What follows belongs to an exercise in optimizing a design on an open flow for small area, a short achievable clock period and few clock cycles per item; a production flow would make more cautious choices. The RTL of this run was laid out without a check of its function. Power figures rest on the tool's default switching activity, not on a simulated workload.

<file path="flow/config.mk">
export PLATFORM = sky130hd
export DESIGN_NAME = battery_voltage_average_soc_lookup
export DESIGN_NICKNAME = battery_voltage_average_soc_lookup
export VERILOG_FILES = /design/flow/design.v
export SDC_FILE = /design/flow/constraint.sdc
export NUM_CORES = 4
export LEC_CHECK = 0
export ABC_AREA = 1
export CAP_MARGIN = 20
export CORE_MARGIN = 2
export CORE_UTILIZATION = 40
export PLACE_DENSITY = 0.45
export SETUP_SLACK_MARGIN = 5
export SLEW_MARGIN = 20
</file>
<file path="flow/constraint.sdc">
create_clock -name core_clock -period 8.0 [get_ports {clk_i}]
set_input_delay 1.6000 -clock core_clock [delete_from_list [all_inputs] [get_ports {clk_i}]]
set_output_delay 1.6000 -clock core_clock [all_outputs]
set_load 0.01 [all_outputs]
</file>
<file path="flow/design.v">
`default_nettype none
module bvsoc_search (
  input  wire logic        clk_i,
  input  wire logic        rst_ni,
  input  wire logic        en_i,
  input  wire logic        v_i,
  input  wire logic        w_i,
  input  wire logic        ld_i,
  input  wire logic        sd_i,
  input  wire logic [13:0] a_i,
  input  wire logic [13:0] l_i,
  output      logic        v_o,
  output      logic        ld_o,
  output      logic        sd_o,
  output      logic [13:0] a_o,
  output      logic [13:0] l_o,
  output      logic [6:0]  soc_o
);
  function automatic logic greater(input logic [13:0] x, input logic [13:0] y);
    logic [13:0] g, p;
    logic [12:0] gg, pp;
    g = x & ~y;
    p = x | ~y;
    gg[0] = g[2] | (p[2] & g[1]);
    pp[0] = p[2] & p[1];
    gg[1] = gg[0] | (pp[0] & g[0]);
    pp[1] = pp[0] & p[0];
    gg[2] = g[4] | (p[4] & g[3]);
    pp[2] = p[4] & p[3];
    gg[3] = g[6] | (p[6] & g[5]);
    pp[3] = p[6] & p[5];
    gg[4] = gg[3] | (pp[3] & gg[2]);
    pp[4] = pp[3] & pp[2];
    gg[5] = gg[4] | (pp[4] & gg[1]);
    pp[5] = pp[4] & pp[1];
    gg[6] = g[9] | (p[9] & g[8]);
    pp[6] = p[9] & p[8];
    gg[7] = gg[6] | (pp[6] & g[7]);
    pp[7] = pp[6] & p[7];
    gg[8] = g[11] | (p[11] & g[10]);
    pp[8] = p[11] & p[10];
    gg[9] = g[13] | (p[13] & g[12]);
    pp[9] = p[13] & p[12];
    gg[10] = gg[9] | (pp[9] & gg[8]);
    pp[10] = pp[9] & pp[8];
    gg[11] = gg[10] | (pp[10] & gg[7]);
    pp[11] = pp[10] & pp[7];
    gg[12] = gg[11] | (pp[11] & gg[5]);
    pp[12] = pp[11] & pp[5];
    greater = gg[12];
  endfunction
  logic        v2_q, w2_q, ld2_q, sd2_q, lt0_2_q, gt99_2_q;
  logic [13:0] a2_q, l2_q;
  logic [2:0]  b2_q;
  logic        v3_q, w3_q, ld3_q, sd3_q, lt0_3_q, gt99_3_q;
  logic [13:0] a3_q, l3_q;
  logic [4:0]  b3_q;
  logic        v4_q, w4_q, ld4_q, sd4_q, lt0_4_q, gt99_4_q;
  logic [13:0] a4_q, l4_q;
  logic [5:0]  b4_q;
  logic        v5_q, w5_q, ld5_q, sd5_q, lt0_5_q, gt99_5_q;
  logic [13:0] a5_q, l5_q;
  logic [6:0]  b5_q;
  logic [13:0] t0_q;
  logic [13:0] t99_q;
  logic [13:0] t49_q;
  logic [13:0] t24_q;
  logic [13:0] t74_q;
  logic [13:0] t12_q;
  logic [13:0] t36_q;
  logic [13:0] t61_q;
  logic [13:0] t86_q;
  always_ff @(posedge clk_i) begin
    if (w_i) begin
      case (l_i[6:0])
        7'd0: t0_q <= a_i;
        7'd99: t99_q <= a_i;
        7'd49: t49_q <= a_i;
        7'd24: t24_q <= a_i;
        7'd74: t74_q <= a_i;
        7'd12: t12_q <= a_i;
        7'd36: t36_q <= a_i;
        7'd61: t61_q <= a_i;
        7'd86: t86_q <= a_i;
        default: ;
      endcase
    end
  end
  logic [6:0] b1;
  logic c0;
  assign c0 = greater(a_i, t49_q);
  assign b1[0] = c0;
  logic c1_0;
  assign c1_0 = greater(a_i, t24_q);
  logic c1_1;
  assign c1_1 = greater(a_i, t74_q);
  assign b1[1] = (b1[0] ? c1_1 : c1_0);
  logic c2_00;
  assign c2_00 = greater(a_i, t12_q);
  logic c2_01;
  assign c2_01 = greater(a_i, t36_q);
  logic c2_10;
  assign c2_10 = greater(a_i, t61_q);
  logic c2_11;
  assign c2_11 = greater(a_i, t86_q);
  assign b1[2] = (b1[1] ? (b1[0] ? c2_11 : c2_01) : (b1[0] ? c2_10 : c2_00));
  logic lt0, gt99;
  assign lt0  = greater(t0_q, a_i);
  assign gt99 = greater(a_i, t99_q);
  always_ff @(posedge clk_i or negedge rst_ni) begin
    if (!rst_ni) begin
      v2_q  <= 1'b0;
      w2_q  <= 1'b0;
      ld2_q <= 1'b0;
      sd2_q <= 1'b0;
    end else if (en_i) begin
      v2_q  <= v_i;
      w2_q  <= w_i;
      ld2_q <= ld_i;
      sd2_q <= sd_i;
    end
  end
  always_ff @(posedge clk_i) begin
    if (en_i) begin
      a2_q <= a_i;
      l2_q <= l_i;
      b2_q <= b1[2:0];
      lt0_2_q  <= lt0;
      gt99_2_q <= gt99;
    end
  end
  logic [13:0] t6_q;
  logic [13:0] t18_q;
  logic [13:0] t30_q;
  logic [13:0] t42_q;
  logic [13:0] t55_q;
  logic [13:0] t67_q;
  logic [13:0] t80_q;
  logic [13:0] t92_q;
  logic [13:0] t3_q;
  logic [13:0] t9_q;
  logic [13:0] t15_q;
  logic [13:0] t21_q;
  logic [13:0] t27_q;
  logic [13:0] t33_q;
  logic [13:0] t39_q;
  logic [13:0] t45_q;
  logic [13:0] t52_q;
  logic [13:0] t58_q;
  logic [13:0] t64_q;
  logic [13:0] t70_q;
  logic [13:0] t77_q;
  logic [13:0] t83_q;
  logic [13:0] t89_q;
  logic [13:0] t95_q;
  always_ff @(posedge clk_i) begin
    if (w2_q) begin
      case (l2_q[6:0])
        7'd6: t6_q <= a2_q;
        7'd18: t18_q <= a2_q;
        7'd30: t30_q <= a2_q;
        7'd42: t42_q <= a2_q;
        7'd55: t55_q <= a2_q;
        7'd67: t67_q <= a2_q;
        7'd80: t80_q <= a2_q;
        7'd92: t92_q <= a2_q;
        7'd3: t3_q <= a2_q;
        7'd9: t9_q <= a2_q;
        7'd15: t15_q <= a2_q;
        7'd21: t21_q <= a2_q;
        7'd27: t27_q <= a2_q;
        7'd33: t33_q <= a2_q;
        7'd39: t39_q <= a2_q;
        7'd45: t45_q <= a2_q;
        7'd52: t52_q <= a2_q;
        7'd58: t58_q <= a2_q;
        7'd64: t64_q <= a2_q;
        7'd70: t70_q <= a2_q;
        7'd77: t77_q <= a2_q;
        7'd83: t83_q <= a2_q;
        7'd89: t89_q <= a2_q;
        7'd95: t95_q <= a2_q;
        default: ;
      endcase
    end
  end
  logic [6:0] b2;
  assign b2[2:0] = b2_q;
  logic [7:0] d2;   
  assign d2 = 8'd1 << b2_q;
  logic c3;
  assign c3 = greater(a2_q, ({14{d2[0]}} & t6_q) | ({14{d2[4]}} & t18_q) | ({14{d2[2]}} & t30_q) | ({14{d2[6]}} & t42_q) | ({14{d2[1]}} & t55_q) | ({14{d2[5]}} & t67_q) | ({14{d2[3]}} & t80_q) | ({14{d2[7]}} & t92_q));
  assign b2[3] = c3;
  logic c4_0;
  assign c4_0 = greater(a2_q, ({14{d2[0]}} & t3_q) | ({14{d2[4]}} & t15_q) | ({14{d2[2]}} & t27_q) | ({14{d2[6]}} & t39_q) | ({14{d2[1]}} & t52_q) | ({14{d2[5]}} & t64_q) | ({14{d2[3]}} & t77_q) | ({14{d2[7]}} & t89_q));
  logic c4_1;
  assign c4_1 = greater(a2_q, ({14{d2[0]}} & t9_q) | ({14{d2[4]}} & t21_q) | ({14{d2[2]}} & t33_q) | ({14{d2[6]}} & t45_q) | ({14{d2[1]}} & t58_q) | ({14{d2[5]}} & t70_q) | ({14{d2[3]}} & t83_q) | ({14{d2[7]}} & t95_q));
  assign b2[4] = (b2[3] ? c4_1 : c4_0);
  always_ff @(posedge clk_i or negedge rst_ni) begin
    if (!rst_ni) begin
      v3_q  <= 1'b0;
      w3_q  <= 1'b0;
      ld3_q <= 1'b0;
      sd3_q <= 1'b0;
    end else if (en_i) begin
      v3_q  <= v2_q;
      w3_q  <= w2_q;
      ld3_q <= ld2_q;
      sd3_q <= sd2_q;
    end
  end
  always_ff @(posedge clk_i) begin
    if (en_i) begin
      a3_q <= a2_q;
      l3_q <= l2_q;
      b3_q <= b2[4:0];
      lt0_3_q  <= lt0_2_q;
      gt99_3_q <= gt99_2_q;
    end
  end
  logic [13:0] t1_q;
  logic [13:0] t4_q;
  logic [13:0] t7_q;
  logic [13:0] t10_q;
  logic [13:0] t13_q;
  logic [13:0] t16_q;
  logic [13:0] t19_q;
  logic [13:0] t22_q;
  logic [13:0] t25_q;
  logic [13:0] t28_q;
  logic [13:0] t31_q;
  logic [13:0] t34_q;
  logic [13:0] t37_q;
  logic [13:0] t40_q;
  logic [13:0] t43_q;
  logic [13:0] t47_q;
  logic [13:0] t50_q;
  logic [13:0] t53_q;
  logic [13:0] t56_q;
  logic [13:0] t59_q;
  logic [13:0] t62_q;
  logic [13:0] t65_q;
  logic [13:0] t68_q;
  logic [13:0] t72_q;
  logic [13:0] t75_q;
  logic [13:0] t78_q;
  logic [13:0] t81_q;
  logic [13:0] t84_q;
  logic [13:0] t87_q;
  logic [13:0] t90_q;
  logic [13:0] t93_q;
  logic [13:0] t97_q;
  always_ff @(posedge clk_i) begin
    if (w3_q) begin
      case (l3_q[6:0])
        7'd1: t1_q <= a3_q;
        7'd4: t4_q <= a3_q;
        7'd7: t7_q <= a3_q;
        7'd10: t10_q <= a3_q;
        7'd13: t13_q <= a3_q;
        7'd16: t16_q <= a3_q;
        7'd19: t19_q <= a3_q;
        7'd22: t22_q <= a3_q;
        7'd25: t25_q <= a3_q;
        7'd28: t28_q <= a3_q;
        7'd31: t31_q <= a3_q;
        7'd34: t34_q <= a3_q;
        7'd37: t37_q <= a3_q;
        7'd40: t40_q <= a3_q;
        7'd43: t43_q <= a3_q;
        7'd47: t47_q <= a3_q;
        7'd50: t50_q <= a3_q;
        7'd53: t53_q <= a3_q;
        7'd56: t56_q <= a3_q;
        7'd59: t59_q <= a3_q;
        7'd62: t62_q <= a3_q;
        7'd65: t65_q <= a3_q;
        7'd68: t68_q <= a3_q;
        7'd72: t72_q <= a3_q;
        7'd75: t75_q <= a3_q;
        7'd78: t78_q <= a3_q;
        7'd81: t81_q <= a3_q;
        7'd84: t84_q <= a3_q;
        7'd87: t87_q <= a3_q;
        7'd90: t90_q <= a3_q;
        7'd93: t93_q <= a3_q;
        7'd97: t97_q <= a3_q;
        default: ;
      endcase
    end
  end
  logic [6:0] b3;
  assign b3[4:0] = b3_q;
  logic [31:0] d3;   
  assign d3 = 32'd1 << b3_q;
  logic c5;
  assign c5 = greater(a3_q, ({14{d3[0]}} & t1_q) | ({14{d3[16]}} & t4_q) | ({14{d3[8]}} & t7_q) | ({14{d3[24]}} & t10_q) | ({14{d3[4]}} & t13_q) | ({14{d3[20]}} & t16_q) | ({14{d3[12]}} & t19_q) | ({14{d3[28]}} & t22_q) | ({14{d3[2]}} & t25_q) | ({14{d3[18]}} & t28_q) | ({14{d3[10]}} & t31_q) | ({14{d3[26]}} & t34_q) | ({14{d3[6]}} & t37_q) | ({14{d3[22]}} & t40_q) | ({14{d3[14]}} & t43_q) | ({14{d3[30]}} & t47_q) | ({14{d3[1]}} & t50_q) | ({14{d3[17]}} & t53_q) | ({14{d3[9]}} & t56_q) | ({14{d3[25]}} & t59_q) | ({14{d3[5]}} & t62_q) | ({14{d3[21]}} & t65_q) | ({14{d3[13]}} & t68_q) | ({14{d3[29]}} & t72_q) | ({14{d3[3]}} & t75_q) | ({14{d3[19]}} & t78_q) | ({14{d3[11]}} & t81_q) | ({14{d3[27]}} & t84_q) | ({14{d3[7]}} & t87_q) | ({14{d3[23]}} & t90_q) | ({14{d3[15]}} & t93_q) | ({14{d3[31]}} & t97_q));
  assign b3[5] = c5;
  always_ff @(posedge clk_i or negedge rst_ni) begin
    if (!rst_ni) begin
      v4_q  <= 1'b0;
      w4_q  <= 1'b0;
      ld4_q <= 1'b0;
      sd4_q <= 1'b0;
    end else if (en_i) begin
      v4_q  <= v3_q;
      w4_q  <= w3_q;
      ld4_q <= ld3_q;
      sd4_q <= sd3_q;
    end
  end
  always_ff @(posedge clk_i) begin
    if (en_i) begin
      a4_q <= a3_q;
      l4_q <= l3_q;
      b4_q <= b3[5:0];
      lt0_4_q  <= lt0_3_q;
      gt99_4_q <= gt99_3_q;
    end
  end
  logic [13:0] t2_q;
  logic [13:0] t5_q;
  logic [13:0] t8_q;
  logic [13:0] t11_q;
  logic [13:0] t14_q;
  logic [13:0] t17_q;
  logic [13:0] t20_q;
  logic [13:0] t23_q;
  logic [13:0] t26_q;
  logic [13:0] t29_q;
  logic [13:0] t32_q;
  logic [13:0] t35_q;
  logic [13:0] t38_q;
  logic [13:0] t41_q;
  logic [13:0] t44_q;
  logic [13:0] t46_q;
  logic [13:0] t48_q;
  logic [13:0] t51_q;
  logic [13:0] t54_q;
  logic [13:0] t57_q;
  logic [13:0] t60_q;
  logic [13:0] t63_q;
  logic [13:0] t66_q;
  logic [13:0] t69_q;
  logic [13:0] t71_q;
  logic [13:0] t73_q;
  logic [13:0] t76_q;
  logic [13:0] t79_q;
  logic [13:0] t82_q;
  logic [13:0] t85_q;
  logic [13:0] t88_q;
  logic [13:0] t91_q;
  logic [13:0] t94_q;
  logic [13:0] t96_q;
  logic [13:0] t98_q;
  always_ff @(posedge clk_i) begin
    if (w4_q) begin
      case (l4_q[6:0])
        7'd2: t2_q <= a4_q;
        7'd5: t5_q <= a4_q;
        7'd8: t8_q <= a4_q;
        7'd11: t11_q <= a4_q;
        7'd14: t14_q <= a4_q;
        7'd17: t17_q <= a4_q;
        7'd20: t20_q <= a4_q;
        7'd23: t23_q <= a4_q;
        7'd26: t26_q <= a4_q;
        7'd29: t29_q <= a4_q;
        7'd32: t32_q <= a4_q;
        7'd35: t35_q <= a4_q;
        7'd38: t38_q <= a4_q;
        7'd41: t41_q <= a4_q;
        7'd44: t44_q <= a4_q;
        7'd46: t46_q <= a4_q;
        7'd48: t48_q <= a4_q;
        7'd51: t51_q <= a4_q;
        7'd54: t54_q <= a4_q;
        7'd57: t57_q <= a4_q;
        7'd60: t60_q <= a4_q;
        7'd63: t63_q <= a4_q;
        7'd66: t66_q <= a4_q;
        7'd69: t69_q <= a4_q;
        7'd71: t71_q <= a4_q;
        7'd73: t73_q <= a4_q;
        7'd76: t76_q <= a4_q;
        7'd79: t79_q <= a4_q;
        7'd82: t82_q <= a4_q;
        7'd85: t85_q <= a4_q;
        7'd88: t88_q <= a4_q;
        7'd91: t91_q <= a4_q;
        7'd94: t94_q <= a4_q;
        7'd96: t96_q <= a4_q;
        7'd98: t98_q <= a4_q;
        default: ;
      endcase
    end
  end
  logic [6:0] b4;
  assign b4[5:0] = b4_q;
  logic [63:0] d4;   
  assign d4 = 64'd1 << b4_q;
  logic c6;
  assign c6 = greater(a4_q, ({14{d4[32]}} & t2_q) | ({14{d4[48]}} & t5_q) | ({14{d4[40]}} & t8_q) | ({14{d4[56]}} & t11_q) | ({14{d4[36]}} & t14_q) | ({14{d4[52]}} & t17_q) | ({14{d4[44]}} & t20_q) | ({14{d4[60]}} & t23_q) | ({14{d4[34]}} & t26_q) | ({14{d4[50]}} & t29_q) | ({14{d4[42]}} & t32_q) | ({14{d4[58]}} & t35_q) | ({14{d4[38]}} & t38_q) | ({14{d4[54]}} & t41_q) | ({14{d4[46]}} & t44_q) | ({14{d4[30]}} & t46_q) | ({14{d4[62]}} & t48_q) | ({14{d4[33]}} & t51_q) | ({14{d4[49]}} & t54_q) | ({14{d4[41]}} & t57_q) | ({14{d4[57]}} & t60_q) | ({14{d4[37]}} & t63_q) | ({14{d4[53]}} & t66_q) | ({14{d4[45]}} & t69_q) | ({14{d4[29]}} & t71_q) | ({14{d4[61]}} & t73_q) | ({14{d4[35]}} & t76_q) | ({14{d4[51]}} & t79_q) | ({14{d4[43]}} & t82_q) | ({14{d4[59]}} & t85_q) | ({14{d4[39]}} & t88_q) | ({14{d4[55]}} & t91_q) | ({14{d4[47]}} & t94_q) | ({14{d4[31]}} & t96_q) | ({14{d4[63]}} & t98_q));
  assign b4[6] = c6;
  always_ff @(posedge clk_i or negedge rst_ni) begin
    if (!rst_ni) begin
      v5_q  <= 1'b0;
      w5_q  <= 1'b0;
      ld5_q <= 1'b0;
      sd5_q <= 1'b0;
    end else if (en_i) begin
      v5_q  <= v4_q;
      w5_q  <= w4_q;
      ld5_q <= ld4_q;
      sd5_q <= sd4_q;
    end
  end
  always_ff @(posedge clk_i) begin
    if (en_i) begin
      a5_q <= a4_q;
      l5_q <= l4_q;
      b5_q <= b4[6:0];
      lt0_5_q  <= lt0_4_q;
      gt99_5_q <= gt99_4_q;
    end
  end
  logic [6:0] hi;
  assign hi = (b5_q[6] ? (b5_q[5] ? (b5_q[4] ? (b5_q[3] ? (b5_q[2] ? (b5_q[1] ? (b5_q[0] ? 7'd99 : 7'd49) : (b5_q[0] ? 7'd74 : 7'd24)) : (b5_q[1] ? (b5_q[0] ? 7'd86 : 7'd36) : (b5_q[0] ? 7'd61 : 7'd12))) : (b5_q[2] ? (b5_q[1] ? (b5_q[0] ? 7'd92 : 7'd42) : (b5_q[0] ? 7'd67 : 7'd18)) : (b5_q[1] ? (b5_q[0] ? 7'd80 : 7'd30) : (b5_q[0] ? 7'd55 : 7'd6)))) : (b5_q[3] ? (b5_q[2] ? (b5_q[1] ? (b5_q[0] ? 7'd95 : 7'd45) : (b5_q[0] ? 7'd70 : 7'd21)) : (b5_q[1] ? (b5_q[0] ? 7'd83 : 7'd33) : (b5_q[0] ? 7'd58 : 7'd9))) : (b5_q[2] ? (b5_q[1] ? (b5_q[0] ? 7'd89 : 7'd39) : (b5_q[0] ? 7'd64 : 7'd15)) : (b5_q[1] ? (b5_q[0] ? 7'd77 : 7'd27) : (b5_q[0] ? 7'd52 : 7'd3))))) : (b5_q[4] ? (b5_q[3] ? (b5_q[2] ? (b5_q[1] ? (b5_q[0] ? 7'd97 : 7'd47) : (b5_q[0] ? 7'd72 : 7'd22)) : (b5_q[1] ? (b5_q[0] ? 7'd84 : 7'd34) : (b5_q[0] ? 7'd59 : 7'd10))) : (b5_q[2] ? (b5_q[1] ? (b5_q[0] ? 7'd90 : 7'd40) : (b5_q[0] ? 7'd65 : 7'd16)) : (b5_q[1] ? (b5_q[0] ? 7'd78 : 7'd28) : (b5_q[0] ? 7'd53 : 7'd4)))) : (b5_q[3] ? (b5_q[2] ? (b5_q[1] ? (b5_q[0] ? 7'd93 : 7'd43) : (b5_q[0] ? 7'd68 : 7'd19)) : (b5_q[1] ? (b5_q[0] ? 7'd81 : 7'd31) : (b5_q[0] ? 7'd56 : 7'd7))) : (b5_q[2] ? (b5_q[1] ? (b5_q[0] ? 7'd87 : 7'd37) : (b5_q[0] ? 7'd62 : 7'd13)) : (b5_q[1] ? (b5_q[0] ? 7'd75 : 7'd25) : (b5_q[0] ? 7'd50 : 7'd1)))))) : (b5_q[5] ? (b5_q[4] ? (b5_q[3] ? (b5_q[2] ? (b5_q[1] ? (b5_q[0] ? 7'd98 : 7'd48) : (b5_q[0] ? 7'd73 : 7'd23)) : (b5_q[1] ? (b5_q[0] ? 7'd85 : 7'd35) : (b5_q[0] ? 7'd60 : 7'd11))) : (b5_q[2] ? (b5_q[1] ? (b5_q[0] ? 7'd91 : 7'd41) : (b5_q[0] ? 7'd66 : 7'd17)) : (b5_q[1] ? (b5_q[0] ? 7'd79 : 7'd29) : (b5_q[0] ? 7'd54 : 7'd5)))) : (b5_q[3] ? (b5_q[2] ? (b5_q[1] ? (b5_q[0] ? 7'd94 : 7'd44) : (b5_q[0] ? 7'd69 : 7'd20)) : (b5_q[1] ? (b5_q[0] ? 7'd82 : 7'd32) : (b5_q[0] ? 7'd57 : 7'd8))) : (b5_q[2] ? (b5_q[1] ? (b5_q[0] ? 7'd88 : 7'd38) : (b5_q[0] ? 7'd63 : 7'd14)) : (b5_q[1] ? (b5_q[0] ? 7'd76 : 7'd26) : (b5_q[0] ? 7'd51 : 7'd2))))) : (b5_q[4] ? (b5_q[3] ? (b5_q[2] ? (b5_q[1] ? (b5_q[0] ? 7'd96 : 7'd46) : (b5_q[0] ? 7'd71 : 7'd22)) : (b5_q[1] ? (b5_q[0] ? 7'd84 : 7'd34) : (b5_q[0] ? 7'd59 : 7'd10))) : (b5_q[2] ? (b5_q[1] ? (b5_q[0] ? 7'd90 : 7'd40) : (b5_q[0] ? 7'd65 : 7'd16)) : (b5_q[1] ? (b5_q[0] ? 7'd78 : 7'd28) : (b5_q[0] ? 7'd53 : 7'd4)))) : (b5_q[3] ? (b5_q[2] ? (b5_q[1] ? (b5_q[0] ? 7'd93 : 7'd43) : (b5_q[0] ? 7'd68 : 7'd19)) : (b5_q[1] ? (b5_q[0] ? 7'd81 : 7'd31) : (b5_q[0] ? 7'd56 : 7'd7))) : (b5_q[2] ? (b5_q[1] ? (b5_q[0] ? 7'd87 : 7'd37) : (b5_q[0] ? 7'd62 : 7'd13)) : (b5_q[1] ? (b5_q[0] ? 7'd75 : 7'd25) : (b5_q[0] ? 7'd50 : 7'd1)))))));
  assign soc_o = lt0_5_q ? 7'd0 : (gt99_5_q ? 7'd100 : hi);
  assign v_o  = v5_q;
  assign ld_o = ld5_q;
  assign sd_o = sd5_q;
  assign a_o  = a5_q;
  assign l_o  = l5_q;
endmodule
`default_nettype wire
`default_nettype none
module bvsoc_queue #(
  parameter int unsigned Width = 24
) (
  input  wire logic             clk_i,
  input  wire logic             rst_ni,
  input  wire logic             en_i,
  input  wire logic             in_valid_i,
  output      logic             in_stall_o,
  input  wire logic [Width-1:0] in_word_i,
  output      logic             valid_o,
  output      logic [Width-1:0] word_o
);
  logic             skid_v_q, head_v_q;
  logic [Width-1:0] skid_q, head_q;
  assign in_stall_o = skid_v_q;
  always_ff @(posedge clk_i or negedge rst_ni) begin
    if (!rst_ni) begin
      skid_v_q <= 1'b0;
      head_v_q <= 1'b0;
    end else if (en_i) begin
      skid_v_q <= 1'b0;
      head_v_q <= skid_v_q | in_valid_i;
    end else if (in_valid_i) begin
      skid_v_q <= 1'b1;
    end
  end
  always_ff @(posedge clk_i) begin
    if (en_i) begin
      head_q <= skid_v_q ? skid_q : in_word_i;
    end else if (!skid_v_q) begin
      skid_q <= in_word_i;
    end
  end
  assign valid_o = head_v_q;
  assign word_o  = head_q;
endmodule
`default_nettype wire
`default_nettype none
module bvsoc_front #(
  parameter int unsigned TableEntries = 100
) (
  input  wire logic        clk_i,
  input  wire logic        rst_ni,
  input  wire logic        en_i,
  input  wire logic        valid_i,
  input  wire logic [23:0] word_i,
  input  wire logic        cfg_valid_i,
  input  wire logic [1:0]  cfg_index_i,
  input  wire logic [3:0]  cfg_data_i,
  output      logic        valid_o,
  output      logic        write_o,
  output      logic        ldone_o,
  output      logic        sdone_o,
  output      logic [6:0]  index_o,
  output      logic [13:0] value_o,
  output      logic [30:0] lsum_o,
  output      logic [30:0] ssum_o
);
  logic        cmd;
  logic [22:0] sample;
  logic [6:0]  index;
  logic [15:0] mv;
  logic        is_sample, is_write;
  assign cmd       = word_i[23];
  assign sample    = word_i[22:0];
  assign index     = word_i[22:16];
  assign mv        = word_i[15:0];
  assign is_sample = valid_i & ~cmd;
  assign is_write  = valid_i & cmd & ({1'b0, index} < TableEntries);
  logic [8:0]  lsel_q, ssel_q;
  logic [8:0]  lleft_q, sleft_q;
  logic        lclr_q, sclr_q;
  logic [30:0] lsum_q, ssum_q;
  logic        lwrap, swrap;
  logic [8:0]  cfg_sel;
  assign cfg_sel = (cfg_data_i > 4'd8) ? 9'h100 : (9'd1 << cfg_data_i);
  function automatic logic [30:0] align(input logic [22:0] s, input logic [8:0] sel);
    logic [30:0] y;
    y = '0;
    for (int k = 0; k < 9; k++) begin
      y = y | ({31{sel[k]}} & ({8'd0, s} << (8 - k)));
    end
    align = y;
  endfunction
  function automatic logic [31:0] add32(input logic [31:0] a, input logic [31:0] b);
    logic [31:0] g, t, p;
    p = a ^ b;
    g = a & b;
    t = p;
    for (int l = 0; l < 5; l++) begin
      for (int i = 31; i >= 0; i--) begin
        if (((i >> l) & 1) == 1) begin
          g[i] = g[i] | (t[i] & g[((i >> l) << l) - 1]);
          t[i] = t[i] & t[((i >> l) << l) - 1];
        end
      end
    end
    add32 = p ^ {g[30:0], 1'b0};
  endfunction
  assign lwrap = lleft_q == 9'd1;
  assign swrap = sleft_q == 9'd1;
  always_ff @(posedge clk_i or negedge rst_ni) begin
    if (!rst_ni) begin
      lsel_q  <= 9'h100;
      ssel_q  <= 9'h010;
      lleft_q <= 9'd256;
      sleft_q <= 9'd16;
      lclr_q  <= 1'b1;
      sclr_q  <= 1'b1;
      valid_o <= 1'b0;
      write_o <= 1'b0;
      ldone_o <= 1'b0;
      sdone_o <= 1'b0;
    end else begin
      if (en_i) begin
        valid_o <= valid_i;
        write_o <= is_write;
        ldone_o <= is_sample & lwrap;
        sdone_o <= is_sample & swrap;
        if (is_sample) begin
          lclr_q  <= lwrap;
          sclr_q  <= swrap;
          lleft_q <= lwrap ? lsel_q : lleft_q - 9'd1;
          sleft_q <= swrap ? ssel_q : sleft_q - 9'd1;
        end
      end
      if (cfg_valid_i && cfg_index_i == 2'd0) begin
        lsel_q  <= cfg_sel;
        lleft_q <= cfg_sel;
        lclr_q  <= 1'b1;
      end
      if (cfg_valid_i && cfg_index_i == 2'd1) begin
        ssel_q  <= cfg_sel;
        sleft_q <= cfg_sel;
        sclr_q  <= 1'b1;
      end
    end
  end
  always_ff @(posedge clk_i) begin
    if (en_i) begin
      if (is_sample) begin
        lsum_q <= add32({1'b0, lclr_q ? 31'd0 : lsum_q}, {1'b0, align(sample, lsel_q)});
        ssum_q <= add32({1'b0, sclr_q ? 31'd0 : ssum_q}, {1'b0, align(sample, ssel_q)});
      end
      index_o <= index;
      value_o <= (|mv[15:14]) ? 14'h3fff : mv[13:0];
    end
  end
  assign lsum_o = lsum_q;
  assign ssum_o = ssum_q;
endmodule
`default_nettype wire
`default_nettype none
module bvsoc_back (
  input  wire logic        clk_i,
  input  wire logic        rst_ni,
  input  wire logic        en_i,
  input  wire logic        valid_i,
  input  wire logic        write_i,
  input  wire logic        ldone_i,
  input  wire logic        sdone_i,
  input  wire logic [6:0]  index_i,
  input  wire logic [13:0] value_i,
  input  wire logic [30:0] lsum_i,
  input  wire logic [30:0] ssum_i,
  output      logic        out_valid_o,
  output      logic [45:0] res_o
);
  function automatic logic [31:0] add32(input logic [31:0] a, input logic [31:0] b);
    logic [31:0] g, t, p;
    p = a ^ b;
    g = a & b;
    t = p;
    for (int l = 0; l < 5; l++) begin
      for (int i = 31; i >= 0; i--) begin
        if (((i >> l) & 1) == 1) begin
          g[i] = g[i] | (t[i] & g[((i >> l) << l) - 1]);
          t[i] = t[i] & t[((i >> l) << l) - 1];
        end
      end
    end
    add32 = p ^ {g[30:0], 1'b0};
  endfunction
  function automatic logic [47:0] csa(input logic [23:0] a, input logic [23:0] b,
                                      input logic [23:0] c);
    csa = {a ^ b ^ c, ((a & b) | (a & c) | (b & c)) << 1};
  endfunction
  function automatic logic [12:0] div_low(input logic [19:0] x);
    logic [47:0] r1, r2, r3;
    logic [31:0] s;
    r1 = csa({12'd0, x[19:8]}, {15'd0, x[19:11]}, {17'd0, x[19:13]});
    r2 = csa(r1[47:24], r1[23:0], ~{20'd0, x[19:16]});
    r3 = csa(r2[47:24], r2[23:0], 24'd5);
    s  = add32({8'd0, r3[47:24]}, {8'd0, r3[23:0]});
    div_low = s[12:0];
  endfunction
  function automatic logic [13:0] div_high(input logic [19:0] x, input logic [12:0] w);
    logic [47:0] r1, r2;
    logic [31:0] s;
    r1 = csa({1'b0, x, 3'b000}, {6'd0, x[19:2]}, ~{8'd0, x[19:4]});
    r2 = csa(r1[47:24], r1[23:0], {11'd0, w});
    s  = add32({8'd0, r2[47:24]}, {8'd0, r2[23:1], 1'b1});
    div_high = s[23:10];
  endfunction
  logic        vc_q, wc_q, ldc_q, sdc_q;
  logic [19:0] lxc_q, sxc_q;
  logic [12:0] lwc_q, swc_q;
  always_ff @(posedge clk_i or negedge rst_ni) begin
    if (!rst_ni) begin
      vc_q  <= 1'b0;
      wc_q  <= 1'b0;
      ldc_q <= 1'b0;
      sdc_q <= 1'b0;
    end else if (en_i) begin
      vc_q  <= valid_i;
      wc_q  <= write_i;
      ldc_q <= ldone_i;
      sdc_q <= sdone_i;
    end
  end
  always_ff @(posedge clk_i) begin
    if (en_i) begin
      lxc_q <= write_i ? {13'd0, index_i} : lsum_i[30:11];
      sxc_q <= write_i ? {6'd0, value_i} : ssum_i[30:11];
      lwc_q <= div_low(lsum_i[30:11]);
      swc_q <= div_low(ssum_i[30:11]);
    end
  end
  logic        vd_q, wd_q, ldd_q, sdd_q;
  logic [13:0] lqd_q, sqd_q;
  always_ff @(posedge clk_i or negedge rst_ni) begin
    if (!rst_ni) begin
      vd_q  <= 1'b0;
      wd_q  <= 1'b0;
      ldd_q <= 1'b0;
      sdd_q <= 1'b0;
    end else if (en_i) begin
      vd_q  <= vc_q;
      wd_q  <= wc_q;
      ldd_q <= ldc_q;
      sdd_q <= sdc_q;
    end
  end
  always_ff @(posedge clk_i) begin
    if (en_i) begin
      lqd_q <= wc_q ? lxc_q[13:0] : div_high(lxc_q, lwc_q);
      sqd_q <= wc_q ? sxc_q[13:0] : div_high(sxc_q, swc_q);
    end
  end
  logic        vs, lds, sds;
  logic [13:0] ls, as;
  logic [6:0]  soc;
  bvsoc_search u_search (
    .clk_i  (clk_i),
    .rst_ni (rst_ni),
    .en_i   (en_i),
    .v_i    (vd_q),
    .w_i    (wd_q),
    .ld_i   (ldd_q),
    .sd_i   (sdd_q),
    .a_i    (sqd_q),
    .l_i    (lqd_q),
    .v_o    (vs),
    .ld_o   (lds),
    .sd_o   (sds),
    .a_o    (as),
    .l_o    (ls),
    .soc_o  (soc)
  );
  logic        out_v_q, ld_q, sd_q, init_q;
  logic [13:0] lavg_q, savg_q;
  logic [6:0]  soc_q;
  always_ff @(posedge clk_i or negedge rst_ni) begin
    if (!rst_ni) begin
      out_v_q <= 1'b0;
      ld_q    <= 1'b0;
      sd_q    <= 1'b0;
      init_q  <= 1'b0;
      lavg_q  <= '0;
      savg_q  <= '0;
      soc_q   <= '0;
    end else if (en_i) begin
      out_v_q <= vs;
      ld_q    <= lds;
      sd_q    <= sds;
      if (lds) begin
        lavg_q <= ls;
        init_q <= 1'b1;
      end
      if (sds) begin
        savg_q <= as;
        soc_q  <= soc;
      end
    end
  end
  assign out_valid_o = out_v_q;
  assign res_o = {2'b00, lavg_q, ld_q, 2'b00, savg_q, sd_q, soc_q, 4'b0000, init_q};
endmodule
`default_nettype wire
`default_nettype none
module battery_voltage_average_soc_lookup #(
  parameter int unsigned TABLE_ENTRIES = 100
) (
  input  wire logic        clk_i,
  input  wire logic        rst_ni,
  input  wire logic        in_valid_i,
  output      logic        in_stall_o,
  input  wire logic        cmd_i,
  input  wire logic [22:0] sample_uv_i,
  input  wire logic [6:0]  entry_index_i,
  input  wire logic [15:0] entry_mv_i,
  output      logic        out_valid_o,
  input  wire logic        out_stall_i,
  output      logic [15:0] long_avg_mv_o,
  output      logic        long_done_o,
  output      logic [15:0] short_avg_mv_o,
  output      logic        short_done_o,
  output      logic [10:0] soc_x16_o,
  output      logic        init_seen_o,
  input  wire logic        cfg_valid_i,
  output      logic        cfg_ready_o,
  input  wire logic [1:0]  cfg_index_i,
  input  wire logic [3:0]  cfg_data_i
);
  logic        en;
  logic        v0, v1, w1, ld1, sd1;
  logic [23:0] in_word, word0;
  logic [6:0]  index1;
  logic [13:0] value1;
  logic [30:0] lsum1, ssum1;
  logic [45:0] res;
  assign en = ~(out_valid_o & out_stall_i);
  assign in_word = {cmd_i, cmd_i ? {entry_index_i, entry_mv_i} : sample_uv_i};
  bvsoc_queue #(
    .Width (24)
  ) u_queue (
    .clk_i      (clk_i),
    .rst_ni     (rst_ni),
    .en_i       (en),
    .in_valid_i (in_valid_i),
    .in_stall_o (in_stall_o),
    .in_word_i  (in_word),
    .valid_o    (v0),
    .word_o     (word0)
  );
  bvsoc_front #(
    .TableEntries (TABLE_ENTRIES)
  ) u_front (
    .clk_i       (clk_i),
    .rst_ni      (rst_ni),
    .en_i        (en),
    .valid_i     (v0),
    .word_i      (word0),
    .cfg_valid_i (cfg_valid_i),
    .cfg_index_i (cfg_index_i),
    .cfg_data_i  (cfg_data_i),
    .valid_o     (v1),
    .write_o     (w1),
    .ldone_o     (ld1),
    .sdone_o     (sd1),
    .index_o     (index1),
    .value_o     (value1),
    .lsum_o      (lsum1),
    .ssum_o      (ssum1)
  );
  bvsoc_back u_back (
    .clk_i       (clk_i),
    .rst_ni      (rst_ni),
    .en_i        (en),
    .valid_i     (v1),
    .write_i     (w1),
    .ldone_i     (ld1),
    .sdone_i     (sd1),
    .index_i     (index1),
    .value_i     (value1),
    .lsum_i      (lsum1),
    .ssum_i      (ssum1),
    .out_valid_o (out_valid_o),
    .res_o       (res)
  );
  assign cfg_ready_o = 1'b1;
  assign {long_avg_mv_o, long_done_o, short_avg_mv_o, short_done_o,
          soc_x16_o, init_seen_o} = res;
endmodule
`default_nettype wire
</file>
<file path="flow/run.sh">
#!/bin/bash
# synth_recipe.tcl (not shown) runs the flow's synth.tcl, then flattens the netlist and writes it again
# the make line also repeats each setting of config.mk as NAME=value (left out here)
make -C /OpenROAD-flow-scripts/flow DESIGN_CONFIG=/design/flow/config.mk WORK_HOME=/design/flow/orfs CLKGATE_MAP_FILE= SYNTH_SCRIPT=/design/flow/synth_recipe.tcl finish
</file>
==> flow_summary.toml <==
[synth]
synth_top_cell_area_share_pct = 62.23
syn_area_um2 = 85220
synth_common_cells = "nand2_1 (2268), edfxtp_1 (1766), inv_1 (769)"
synth_edf_count = 1766
synthTopCellsByArea = "edfxtp_1 (62%), nand2_1 (10%), inv_1 (3.4%), nor2_1 (3.3%), ha_1 (3.1%)"
synth_area_per_cell_um2 = 10.82
post-synth-top-count-cell = "nand2_1"
synth_ff_type = "edfxtp_1"
synth_top_area_cell = "edfxtp_1"
yosysSeqAreaShare_pct = 65.35
synth_warnings = 4
syn_inst = 7874
async_flop_share_pct = 5.662
ys_ff_latch = 1872
yosys.cell_types.count = 63

[detailed_routing]
wire_per_inst_um = 24.89
ant_nets = 0
wirelength_um = 289100
first_iter_violations = 5882
drcViolationCount = 0
num_vias = 61720
viasPerCell = 5.313
dr.pass1.iters = 8

[min_path]
min_path_cells = 0
holdCritStartpoint = "u_back.lqd_q[9]"
holdCritPathClass = "flop to flop"
min_to = "u_back.u_search.l2_q[9]"

[floorplanning]
start_util_pct = 40.22
fp.dieArea_um2 = 216800
die_w_um = 465.6
core_area_um2 = 211900
std_cell_rows = 169
io_pins = 107
die_h_um = 465.6

[worst_setup_path]
critPathRequiredTime_ns = 8.58
crit_type = "flop to flop"
arrival_ns = 4.13
r2r_start = "u_back.sxc_q[2]"
cp_max_fo = 5
r2r_end = "u_back.sqd_q[6]"
startpoint_type = "flop"
cp-end-kind = "flop"
reg2reg_depth = 14
r2r_slack_ns = 4.45

[placed_design]
globalplace.congestion = 0.8960
port_buffers = 97
hpwl_um = 174700
placed_cells = 10730
place_ws_ns = 3.448

[timing]
worstMarginPinSlew_ns = 1.122
fin_worst_skew_ns = 0.03530
finalSetupTns_ns = 0
fin_crit_ns = 3.550
rsz0062_at_grt = "yes"
relSlewSlack_pct = 24.94
fin_ws_ns = 4.450
hold_violations = 0
fmax_mhz = 281.7
setup_violations = 0
post-route-period-util_pct = 44.37
maxSlewViolCount = 0
holdWs_ns = 0.4113

[cts]
cts_root_buf = "clkbuf_16"
cts_max_level = 4
cts.path.max_buffers = 3
cts_tree = "done"
cts_sinks = 1872
worstSkewPairLatency_ns = 0.87
path_clk_slew_ns = 0.06
numCtsBuffers = 207

[run]
cap_violations = 0

[pwr]
vdd_ir_drop_max_mv = 0.5927
sw_frac_of_total_pct = 41.62
power_leakage_uw = 0.04194
p_total_uw = 50090
powerDensity_nw_per_um2 = 476.5
p_int_uw = 29240
pwr-share-seq_pct = 30.2
p_sw_uw = 20850
comb_power_share_pct = 50.9
clkPwrFrac_pct = 18.9

[layout]
drive_above_1_share_pct = 19.63
fin_cells = 11620
final_nets = 8974
area_delta_synth_final_pct = 23.35
seqCellArea_um2 = 55750
fillers = 19200
multi_input_area_um2 = 28410

[outcome]
status = "no timing/DRC/antenna violations"

[global_route]
grt_pass1_wl_um = 413700
grt_usage_pct = 26.10
grt-ovfl-total = 0
antenna_found_initial = 12
grt_start_max_net_pins = 68
grt_pass1_vias = 59890
-- sequential cells by signal, summed over array words and instances, names as in the netlist, 20 cells and up --
register	count
u_front.lsum_q	31
u_front.ssum_q	31
u_queue.head_q	24
u_queue.skid_q	24
u_back.lxc_q	20
u_back.sxc_q	20
-- stage by stage --
| step | instance area (um^2) | utilization, % |
|---|---|---|
| floorplan | 85740 | - |
| global placement | 90810 | 42.86 |
| detailed placement | 90840 | 42.87 |
| CTS | 102800 | 48.50 |
| global route | 105100 | 49.61 |
| finish | 105100 | 49.61 |
-- routing by layer --
layer / up-vias / global-route usage (%) / wire (um)
met2: 2164 / 43.47 / 138400
li1: 28580 / - / -
met3: 515 / 3.232 / 17020
met5: - / 0 / 11
met1: 30460 / 35.26 / 123300
met4: 2 / 8.993 / 10410
-- worst max path at each step --
stage | startpoint | endpoint | slack, ns
after global placement | out_stall_i | u_back.soc_q[0] | 3.51
after floorplan | out_stall_i | u_front.lleft_q[0] | 4.46
after detailed placement | out_stall_i | u_back.soc_q[0] | 3.45
after CTS | u_back.sxc_q[7] | u_back.sqd_q[6] | 4.43
final | u_back.sxc_q[2] | u_back.sqd_q[6] | 4.45
after global routing | u_front.ssum_q[25] | u_back.swc_q[8] | 4.31
-- power groups by stage --
stage	Clock, uW	Combinational, uW	Sequential [uW]
2_1_floorplan	0	12500	15300
3_3_place_gp	0	18800	15500
3_5_place_dp	0	19000	15500
4_1_cts	9640	23000	15200
5_1_grt	10000	28200	15300
6_report	9450	25500	15100
-- area by class of cell --
cell class | count | share of cell area [%]
repair inverters | 11 | 0.08094
clock buffers | 270 | 5.377
inverters | 804 | 3.177
multi-input cells | 4933 | 27.02
repair buffers | 789 | 6.955
diodes | 2 | 0.004761
clock inverters | 115 | 0.9832
flip-flops and latches | 1872 | 53.04
well taps | 2821 | 3.358
-- cell families after synthesis --
family                   share of synthesized area (%)
multiplexers                                    0.1850
adder cells (fa/ha/maj)                          5.151
XOR/XNOR                                        0.5755
flip-flops                                       65.35
buffers and inverters                            4.957
other                                         0.008813
AND/OR/NAND/NOR                                  17.84
AO/OA/AOI/OAI                                    5.929
-- repair_timing --
item	CTS	global route
hold buffers	0	0
pin swaps	168	136
resized for setup	678	341
setup endpoints to repair	271	137
cloned	17	7
setup buffers	371	102
-- layout by cell type (no fill, tap or decap), types with 19 or more instances in the layout --
cell and count:
clkbuf_1 44, inv_1 679, buf_6 84, nor3_2 26, nand2_1 2172, nand2_2 67, a211oi_1 19, nor3_1 28
a21oi_2 27, ha_1 171, clkinvlp_4 51, xor2_1 38, fa_1 72, nand3_1 272, nor2_2 56, buf_4 554
dfrtp_1 68, nand4_1 217, nor3_4 20, nand2_4 31, ha_4 33, dfrtp_2 28, buf_12 48, clkinv_2 38
clkdlybuf4s50_1 55, nor2_4 45, nor2_1 665, clkinv_1 50, o221ai_1 20, a21oi_1 229, nand3_4 23, o21ai_0 196
inv_2 51, edfxtp_1 1766, o22ai_1 118, nand3_2 39, clkbuf_16 214
-- worst max-delay path: stages (launching register included) --
cell      delay [ns]
edfxtp_1        0.32
buf_4           0.14
inv_1           0.09
fa_1            0.55
inv_1           0.06
fa_1            0.47
ha_1            0.33
nand3_1         0.09
and2_4          0.15
o21ai_4         0.23
nand3_2         0.13
nand2_4         0.11
inv_2           0.04
fa_2            0.51
o21ai_1         0.06

afterwards: timing with drivers on the ports:
The flow's constraints put no driver on any port. The routed layout listed below was extracted and timed again, unchanged, in two steps. Step 1: set_driving_cell puts a clkbuf_16 on clk_i and a buf_2 on each other input, an assumption about the parent block. Step 2 also shifts input and output timing later by t, the mid clock arrival at the registers, as if the neighbouring blocks saw the same clock. Three values: ideal, step 1, step 2; two values: the first two.
t (ns): 0.936
setup slack, ns: 4.450 / 4.450 / 4.289
hold slack, ns: 0.411 / 0.411 / 0.411
latest minus earliest clock arrival (ns): 0.040 / 0.040
worst data-port slew with drivers (ns): 0.06
After both steps setup and hold are still met in this run. The setup slack of this run moves by 0.000 ns with the drivers and by -0.161 ns with both steps.
